Background: an optimization exercise with open tools, aiming at small area, a short achievable clock period and few clock cycles. Do not read the settings as production practice.
Where RTL was checked, it was by simulation tests only, not by an equivalence proof against the original.

==> flow/design.v (excerpt) <==
module neuron_pe #(
    parameter int N     = 6,
    parameter int BITS  = 16,
    parameter int FRAC  = 8
) (
    input  logic                  clk,
    input  logic                  rst_n,
    input  logic                  load_w,
    input  logic                  start,
    input  logic                  bp,
    input  logic [1:0]            act_sel,
    input  logic [N*BITS-1:0]     x,
    input  logic [N*BITS-1:0]     w,
    input  logic [BITS-1:0]       b,
    input  logic [BITS-1:0]       dz_in,
    input  logic [BITS-1:0]       w_in,
    input  logic [BITS-1:0]       lr,
    output logic                  busy,
    output logic                  done,
    output logic [BITS-1:0]       y,
    output logic [(N+1)*BITS-1:0] w_out
);
==> flow/config.mk <==
export PLATFORM = sky130hd
export DESIGN_NAME = neuron_pe
export DESIGN_NICKNAME = neuron_pe
export VERILOG_FILES = /design/flow/design.v
export SDC_FILE = /design/flow/constraint.sdc
export NUM_CORES = 4
export LEC_CHECK = 0
export ABC_AREA = 1
export CAP_MARGIN = 20
export CORE_MARGIN = 2
export CORE_UTILIZATION = 40
export SLEW_MARGIN = 60
==> flow/constraint.sdc <==
create_clock -name core_clock -period 22.0 [get_ports {clk}]
set_input_delay 4.4000 -clock core_clock [delete_from_list [all_inputs] [get_ports {clk}]]
set_output_delay 4.4000 -clock core_clock [all_outputs]
set_load 0.01 [all_outputs]
standard.sh (not shown) runs the stock make flow with config.mk's settings and CLKGATE_MAP_FILE= SYNTH_SCRIPT=/design/flow/synth_recipe.tcl, a recipe that flattens the netlist after the stock synthesis.
==> flow/flow/run.sh <==
#!/bin/bash
# Layout flow: the standard ORFS flow (standard synthesis unchanged), with
# the port buffers that global placement inserts made plain buf_1 cells
# instead of the default delay buffers. Every port still gets its buffer.
set -euo pipefail
export BUFFER_PORTS_ARGS="-buffer_cell sky130_fd_sc_hd__buf_1"
bash standard.sh > standard.log 2>&1
The baseline completed without violations.
Edit:
--- a/flow/design.v
+++ b/flow/design.v
@@ -12,39 +12,31 @@
     input  logic [N*BITS-1:0]     x,
     input  logic [N*BITS-1:0]     w,
     input  logic [BITS-1:0]       b,
     input  logic [BITS-1:0]       dz_in,
     input  logic [BITS-1:0]       w_in,
     input  logic [BITS-1:0]       lr,
     output logic                  busy,
     output logic                  done,
     output logic [BITS-1:0]       y,
     output logic [(N+1)*BITS-1:0] w_out
 );
     typedef logic signed [15:0] word_t;
-    function automatic word_t sadd_cs(input word_t a, input logic [23:0] p,
-                                      input logic [23:0] r0,
-                                      input logic [23:0] r1, input logic c8);
-        logic [15:0] s;
-        logic        ovf_p, ovf_s;
-        word_t       r_ovf, r_nov;
-        ovf_p = p[23:15] != {9{p[23]}};
-        s     = a + r0[15:0] + r1[15:0] + {15'd0, c8};
-        ovf_s = (a[15] == p[15]) && (s[15] != a[15]);
-        r_nov = ovf_s ? {a[15], {15{~a[15]}}} : s;
-        if (p[23])
-            r_ovf = a[15] ? 16'sh8000 : (a ^ 16'sh8000);
+    function automatic word_t sadd(input word_t a, input word_t c);
+        logic signed [16:0] s;
+        s = {a[15], a} + {c[15], c};
+        if (s[16] != s[15])
+            sadd = {s[16], {15{~s[16]}}};
         else
-            r_ovf = a[15] ? (a + 16'sh7fff) : 16'sh7fff;
-        sadd_cs = ovf_p ? r_ovf : r_nov;
+            sadd = s[15:0];
     endfunction
     function automatic word_t act_gate(input logic [1:0] a, input logic neg,
                                        input word_t v);
         act_gate = v;
         if (neg && (a != 2'b00)) begin
             if (a == 2'b10)
                 act_gate = v >>> 3;
             else
                 act_gate = '0;
         end
     endfunction
     function automatic word_t mux1h7(input logic [6:0] s, input word_t d0,
@@ -72,40 +64,37 @@
     logic [5:0]   sb_w;        
     logic         sb_d;        
     logic         sb_p;        
     logic         rot;         
     logic         s_d;         
     logic         s_b;         
     logic         f_acc;       
     logic         f_fin;       
     logic         b_g;         
     logic         b_t;         
     wire idle = ~busy;
     word_t opa, opb, prod, s_in1, sum;
-    logic [23:0] p24;
     logic [23:0] n_r0, n_r1;
     logic        n_c8;
     always_comb begin
         opa = mux1h7({sa_l, sa_x}, xr[0], xr[1], xr[2], xr[3], xr[4], xr[5], lr_r)
             | ({16{sa_p}} & P);
         opb = mux1h7({sb_d, sb_w}, store[1], store[2], store[3], store[4],
                      store[5], store[6], D)
             | ({16{sb_p}} & P);
         s_in1 = ({16{s_b}} & store[0]) | ({16{s_d}} & D);
-        p24 = r0 + r1 + {23'd0, c8};
-        prod = (p24[23:15] != {9{p24[23]}}) ? {p24[23], {15{~p24[23]}}}
-                                             : p24[15:0];
-        sum = sadd_cs(s_in1, p24, r0, r1, c8);
+        sum = sadd(s_in1, prod);
     end
     np_pmul_s1 u_s1 (.a(opa), .b(opb), .r0(n_r0), .r1(n_r1), .c8(n_c8));
+    np_pmul_s2 u_s2 (.r0(r0), .r1(r1), .c8(c8), .y(prod));
     logic       n_busy, n_mode, n_f, n_b;
     logic [4:0] n_cnt;
     always_comb begin
         if (idle) begin
             n_cnt  = '0;
             n_busy = start & ~load_w;
             n_mode = bp;
         end else begin
             n_cnt  = cnt + 5'd1;
             n_busy = ~done;
             n_mode = mode;
         end
@@ -193,34 +182,34 @@
             y    <= '0;
             for (int k = 0; k < 7; k++)
                 store[k] <= '0;
         end else begin
             busy <= n_busy;
             mode <= n_mode;
             cnt  <= n_cnt;
             done <= f_fin || (busy && mode && cnt == 5'd15);
             if (f_fin) begin
                 y    <= act_gate(act_r, sum[15], sum);
                 zneg <= sum[15];
             end
-            if (rot) begin
-                for (int k = 0; k < 6; k++)
-                    store[k] <= store[k + 1];
-                store[6] <= sum;
-            end
             if (idle && load_w) begin
                 store[0] <= b;
                 for (int i = 0; i < 6; i++)
                     store[i + 1] <= w[i*16 +: 16];
             end
+            if (rot) begin
+                for (int k = 0; k < 6; k++)
+                    store[k] <= store[k + 1];
+                store[6] <= sum;
+            end
         end
     end
     generate
         for (genvar k = 0; k <= 6; k++) begin : g_wout
             assign w_out[k*16 +: 16] = store[k];
         end
     endgenerate
 endmodule
 module np_pmul_s1 (
     input  logic [15:0] a,
     input  logic [15:0] b,
     output logic [23:0] r0,
@@ -853,12 +842,23 @@
     logic t224;
     assign t223 = pp7[15] ^ 1'b1;
     assign t224 = pp7[15] & 1'b1;
     logic [31:0] s0, s1;
     logic [8:0] lo;
     assign s0 = {1'b1, t224, t222, t220, t218, t216, t214, t212, t210, t208, t206, t204, t202, t200, t198, t196, t194, t192, t190, t188, t186, t184, t182, t180, t178, t176, t174, t172, t170, t169, pp0[1], pp0[0]};
     assign s1 = {1'b0, ~pp7[16], t223, t221, t219, t217, t215, t213, t211, t209, t207, t205, t203, t201, t199, t197, t195, t193, t191, t189, t187, t185, t183, t181, t179, t177, t175, t173, t171, neg1, 1'b0, neg0};
     assign lo = {1'b0, s0[7:0]} + {1'b0, s1[7:0]};
     assign r0 = s0[31:8];
     assign r1 = s1[31:8];
     assign c8 = lo[8];
 endmodule
+module np_pmul_s2 (
+    input  logic [23:0] r0,
+    input  logic [23:0] r1,
+    input  logic        c8,
+    output logic [15:0] y
+);
+    logic [23:0] p;
+    assign p = r0 + r1 + {23'd0, c8};
+    wire ovf = ~((&p[23:15]) | ~(|p[23:15]));
+    assign y = ovf ? {p[23], {15{~p[23]}}} : p[15:0];
+endmodule
Effect:
- routed wire length fell by a few percent
- core utilization hardly moves
- die area drops by a few percent
- design area shrinks by a few percent
- count of clock-buffer cells in the layout is higher by 8
- hold slack is better by 0.020 ns
- final cell count falls by a few percent
- worst setup slack got worse by 0.22 ns
- maximum frequency decreases by a few percent
- non-clock buffer count goes down by 9
Testbench counts after the change, summed over its fixed seeds: cycles 10,392.
For the first run of this note, only the layout was checked, not whether the RTL still works.

afterwards: timing with drivers on the ports:
No port has a modelled driver above. Below, the same layouts with a new extraction and two added sets of constraints. Step 1: set_driving_cell puts a clkbuf_16 on clk and a buf_2 on each other input, an assumption about the parent block. Step 2 moves the port delays by t, midway between the first and last clock arrival at a register: inputs arrive t later, outputs are due t later. That takes back most of the time a late clock gives input paths. a / b / c = no drivers / after step 1 / after step 2; a / b = the first two.
| run | t (ns) | setup WS [ns] | worst setup path at the end | worst register clock-pin slew, ns |
|---|---|---|---|---|
| the first run | 0.614 | 16.260 / 16.259 / 15.680 | input to register | 0.06 / 0.06 |
| the second run | 0.616 | 16.041 / 16.079 / 15.463 | input to register | 0.06 / 0.06 |
After both steps every run listed still meets setup and hold. For the first run, which loses most, drivers alone change the setup slack by -0.001 ns; drivers and shift together by -0.580 ns.
